This is an optimization exercise on Yosys and OpenROAD, whose aim is small area, not a production implementation.
Function was checked by simulation only, so behaviour that the tests miss may differ from the original.
Power figures rest on the tool's default switching activity, not on a simulated workload. No driver is modelled on the clock port, so clocking that relies on it looks cheaper here than on a real chip.

## exp/sierra
==> flow/design.v (excerpt) <==
module multicycle_datapath (
    input  logic        CLK,
    input  logic        reset,
    output logic        mem_req,
    output logic        mem_we,
    output logic [31:0] mem_addr,
    output logic [31:0] mem_wdata,
    input  logic [31:0] mem_rdata,
    input  logic        mem_ready,
    output logic [31:0] pc,
    output logic        retire,
    output logic        illegal
);
clock: 10.0 ns
lec_check: 0
abc_area: 1
cap_margin: 20
core_margin: 2
core_utilization: 70
slew_margin: 20
standard.sh (not shown) runs the stock make flow with config.mk's settings and CLKGATE_MAP_FILE= SYNTH_SCRIPT=/design/flow/synth_recipe.tcl, a recipe that flattens the netlist after the stock synthesis.
==> flow/flow/run.sh <==
#!/bin/bash
set -euo pipefail
export BUFFER_PORTS_ARGS="-buffer_cell sky130_fd_sc_hd__buf_1"
export CTS_ARGS="-sink_clustering_enable -repair_clock_nets -dont_use_dummy_load -sink_clustering_size 36 -sink_clustering_max_diameter 60 -buf_list sky130_fd_sc_hd__clkbuf_16"
bash standard.sh > flow_standard.log 2>&1
exp/sierra finished every stage and its layout cleared the timing, design-rule and antenna checks.
The following lists how exp/nickel was set up differently from exp/sierra:
==> flow/flow/run.sh <==
#!/bin/bash
# The standard layout (standard.sh) with three changes:
#  - synthesis maps logic with ABC's &nf area mapper (flow/abc_nf.script) in
#    place of ORFS's abc_area.script; everything else in synth_recipe.tcl is
#    unchanged (same registers, flatten and renaming);
#  - ports get buf_1 buffers;
#  - CTS inserts no dummy loads and uses clusters of up to 16 sinks.
# Tool logs: orfs/logs/... (one per step) and flow_standard.log here.
set -euo pipefail
W=$PWD
{
  echo 'proc abc {args} {'
  echo '  set i [lsearch $args -script]'
  echo "  if {\$i >= 0} { set args [lreplace \$args [expr {\$i+1}] [expr {\$i+1}] $W/flow/abc_nf.script] }"
  echo '  yosys abc {*}$args'
  echo '}'
  cat "$W/synth_recipe.tcl"
} > "$W/my_synth.tcl"
sed "s#SYNTH_SCRIPT=[^ ]*#SYNTH_SCRIPT=$W/my_synth.tcl #" standard.sh > my_standard.sh
export BUFFER_PORTS_ARGS="-buffer_cell sky130_fd_sc_hd__buf_1"
export CTS_ARGS="-sink_clustering_enable -repair_clock_nets -dont_use_dummy_load -sink_clustering_size 16 -sink_clustering_max_diameter 50 -buf_list sky130_fd_sc_hd__clkbuf_8"
bash my_standard.sh > flow_standard.log 2>&1
==> flow/flow/abc_nf.script (new file) <==
strash
&get -n
&st
&dch -f
&nf -a -R 1000
&put
topo
## What came out
The placeable core area of exp/nickel was superior to that of exp/sierra.
exp/nickel ended up with a lower peak per-stage delay on the critical path than exp/sierra did.
Area fraction in and, or, nand and nor cells after synthesis (exp/nickel over exp/sierra): decrease, 4.4 points
The count of input and output buffers on exp/sierra is in line with that on exp/nickel.
Global router's overall resource usage ended up 5.9 points lower on exp/nickel than on exp/sierra.
The total power of the final layout of exp/nickel is lower than that of exp/sierra.
Fmax: exp/nickel higher than exp/sierra
exp/nickel against exp/sierra: final routed wirelength across all metal layers down 22%; combinational power share has decreased.
diff inputs: exp/nickel => exp/cedar
- CORE_UTILIZATION: 70 -> 80
-- flow/flow/run.sh --
<<< exp/nickel, line 19
sed "s#SYNTH_SCRIPT=[^ ]*#SYNTH_SCRIPT=$W/my_synth.tcl #" standard.sh > my_standard.sh
export BUFFER_PORTS_ARGS="-buffer_cell sky130_fd_sc_hd__buf_1"
export CTS_ARGS="-sink_clustering_enable -repair_clock_nets -dont_use_dummy_load -sink_clustering_size 16 -sink_clustering_max_diameter 50 -buf_list sky130_fd_sc_hd__clkbuf_8"
bash my_standard.sh > flow_standard.log 2>&1
>>> exp/cedar, line 19
sed "s#SYNTH_SCRIPT=[^ ]*#SYNTH_SCRIPT=$W/my_synth.tcl #" standard.sh > my_standard.sh
export BUFFER_PORTS_ARGS="-buffer_cell sky130_fd_sc_hd__buf_1"
export CTS_ARGS="-sink_clustering_enable -repair_clock_nets -dont_use_dummy_load -sink_clustering_size 20 -sink_clustering_max_diameter 45 -buf_list sky130_fd_sc_hd__clkbuf_8"
bash my_standard.sh > flow_standard.log 2>&1
==> flow/flow/abc_nf.script <==
strash
&get -n
&st
&dch
&nf -R 1000
&put
topo
Results
- exp/cedar: DPL-0033 in clock tree synthesis -> run aborted
- For cell area after synthesis, exp/cedar and exp/nickel come out practically identical.
- exp/nickel → exp/cedar: pre-CTS setup slack -0.53 ns, number of buffers added by the clock tree synthesis step -12, placed standard-cell area ~0 delta, simple-gate portion of the synthesized area -0.16 points, die span in y -6.2%.
- Synthesized netlist net count across exp/cedar and exp/nickel: no real change.
The inputs of exp/ember differ from those of exp/cedar as listed below.
- a change of CORE_UTILIZATION from 80 to 74
-- flow/flow/run.sh --
<<< exp/cedar, line 19
sed "s#SYNTH_SCRIPT=[^ ]*#SYNTH_SCRIPT=$W/my_synth.tcl #" standard.sh > my_standard.sh
export BUFFER_PORTS_ARGS="-buffer_cell sky130_fd_sc_hd__buf_1"
export CTS_ARGS="-sink_clustering_enable -repair_clock_nets -dont_use_dummy_load -sink_clustering_size 20 -sink_clustering_max_diameter 45 -buf_list sky130_fd_sc_hd__clkbuf_8"
bash my_standard.sh > flow_standard.log 2>&1
>>> exp/ember, line 19
sed "s#SYNTH_SCRIPT=[^ ]*#SYNTH_SCRIPT=$W/my_synth.tcl #" standard.sh > my_standard.sh
export BUFFER_PORTS_ARGS="-buffer_cell sky130_fd_sc_hd__buf_1"
export CTS_ARGS="-sink_clustering_enable -repair_clock_nets -dont_use_dummy_load -sink_clustering_size 16 -sink_clustering_max_diameter 50 -buf_list sky130_fd_sc_hd__clkbuf_8"
bash my_standard.sh > flow_standard.log 2>&1
==> flow/flow/abc_nf.script <==
strash
&get -n
&st
&dch -f
&nf -a -R 1000
&put
topo
--- outcome ---
- exp/ember ended with every stage complete and zero timing, DRC or antenna violations.
- Status: exp/cedar FAILED at clock tree synthesis (tool error)
- Starting utilization of the core area: exp/ember < exp/cedar
- Compared with exp/cedar, exp/ember shows a higher worst setup slack after placement.
- The register area share after synthesis in exp/ember sits 0.15 points above the value recorded for exp/cedar.
- exp/ember ends up with a multiplexer share of the synthesized area that is 0.24 points lower than in exp/cedar.
- | horizontal die dimension | exp/ember vs exp/cedar | about 4% higher |
- Diff exp/ember..exp/cedar | number of cells produced by synthesis | negligible
#### Input delta (exp/harbor over exp/ember)
- CORE_UTILIZATION now 70, was 74
==> flow/flow/abc_nf.script <==
strash
balance
rewrite
refactor
balance
rewrite
rewrite -z
balance
refactor -z
rewrite -z
balance
&get -n
&st
&dch
&nf -R 1000
&put
topo
Findings:
Going from exp/ember to exp/harbor, global-route usage decreased by 3.3 points relative to the old numbers, part of the total power dissipated in the clock network dropped 2.1 points, via count down about 1.6%, die area moved up.
Row detailed-route wire length: exp/harbor lower / exp/ember higher
Worst reg2reg path depth, exp/harbor and exp/ember: smaller value in exp/harbor
The total design power of exp/harbor is higher than that of exp/ember.
Number of antenna violations at the first check in global routing: exp/harbor vs exp/ember down 6
Design area up about 0.4% in exp/harbor wrt exp/ember
Setup changes, exp/harbor to exp/maple
- SLEW_MARGIN: 20 -> 0
- CAP_MARGIN: 20 -> 0
==> flow/flow/abc_nf.script <==
strash
&get -n
&st
&dch -f
&nf -a -R 1000
&put
topo
==> comparison <==
On worst hold slack, the lower figure sits with exp/harbor, not exp/maple.
Met2 routed wirelength: exp/maple higher than exp/harbor
Run comparison: exp/harbor critical path endpoint xr[3]; exp/maple critical path endpoint rf[895]
exp/maple vs. exp/harbor: multi-input logic area went down by about 0.6%.
Summary — count of multi-input combinational gates, exp/maple relative to exp/harbor: higher, by about 2.3%.
Going from exp/harbor to exp/maple, synthesized area essentially unchanged, final HPWL from detailed placement increased about 0.66%, global-route track usage on met2 increased 1.8 points, post-detailed-route wirelength per cell essentially unchanged.
Final critical-path share of the clock period for exp/maple: 0.17 points up relative to exp/harbor

separate check: timing with driven ports:
In the flow no input, the clock included, has a driving cell. The finished layouts below were timed again as built, in two steps.
Step 1: set_driving_cell puts a clkbuf_16 on CLK and a buf_2 on each other input, an assumption about the parent block.
Step 2 times the ports against the registers' clock, not the clock port: input delays grow and output delays shrink by t, the midpoint of the rising clock arrivals with the driver on.
a / b / c = ideal ports / drivers / drivers and shift; a / b = the first two.
| run | shift t [ns] | setup slack, ns | worst setup path at the end |
|---|---|---|---|
| exp/sierra | 0.639 | 4.998 / 4.998 / 4.998 | register to register |
| exp/nickel | 0.680 | 5.188 / 5.188 / 5.188 | register to register |
| exp/ember | 0.682 | 5.189 / 5.189 / 5.189 | register to register |
| exp/harbor | 0.658 | 4.941 / 4.941 / 4.941 | register to register |
| exp/maple | 0.677 | 4.924 / 4.924 / 4.924 | register to register |
After both steps setup and hold are still met in every run listed.
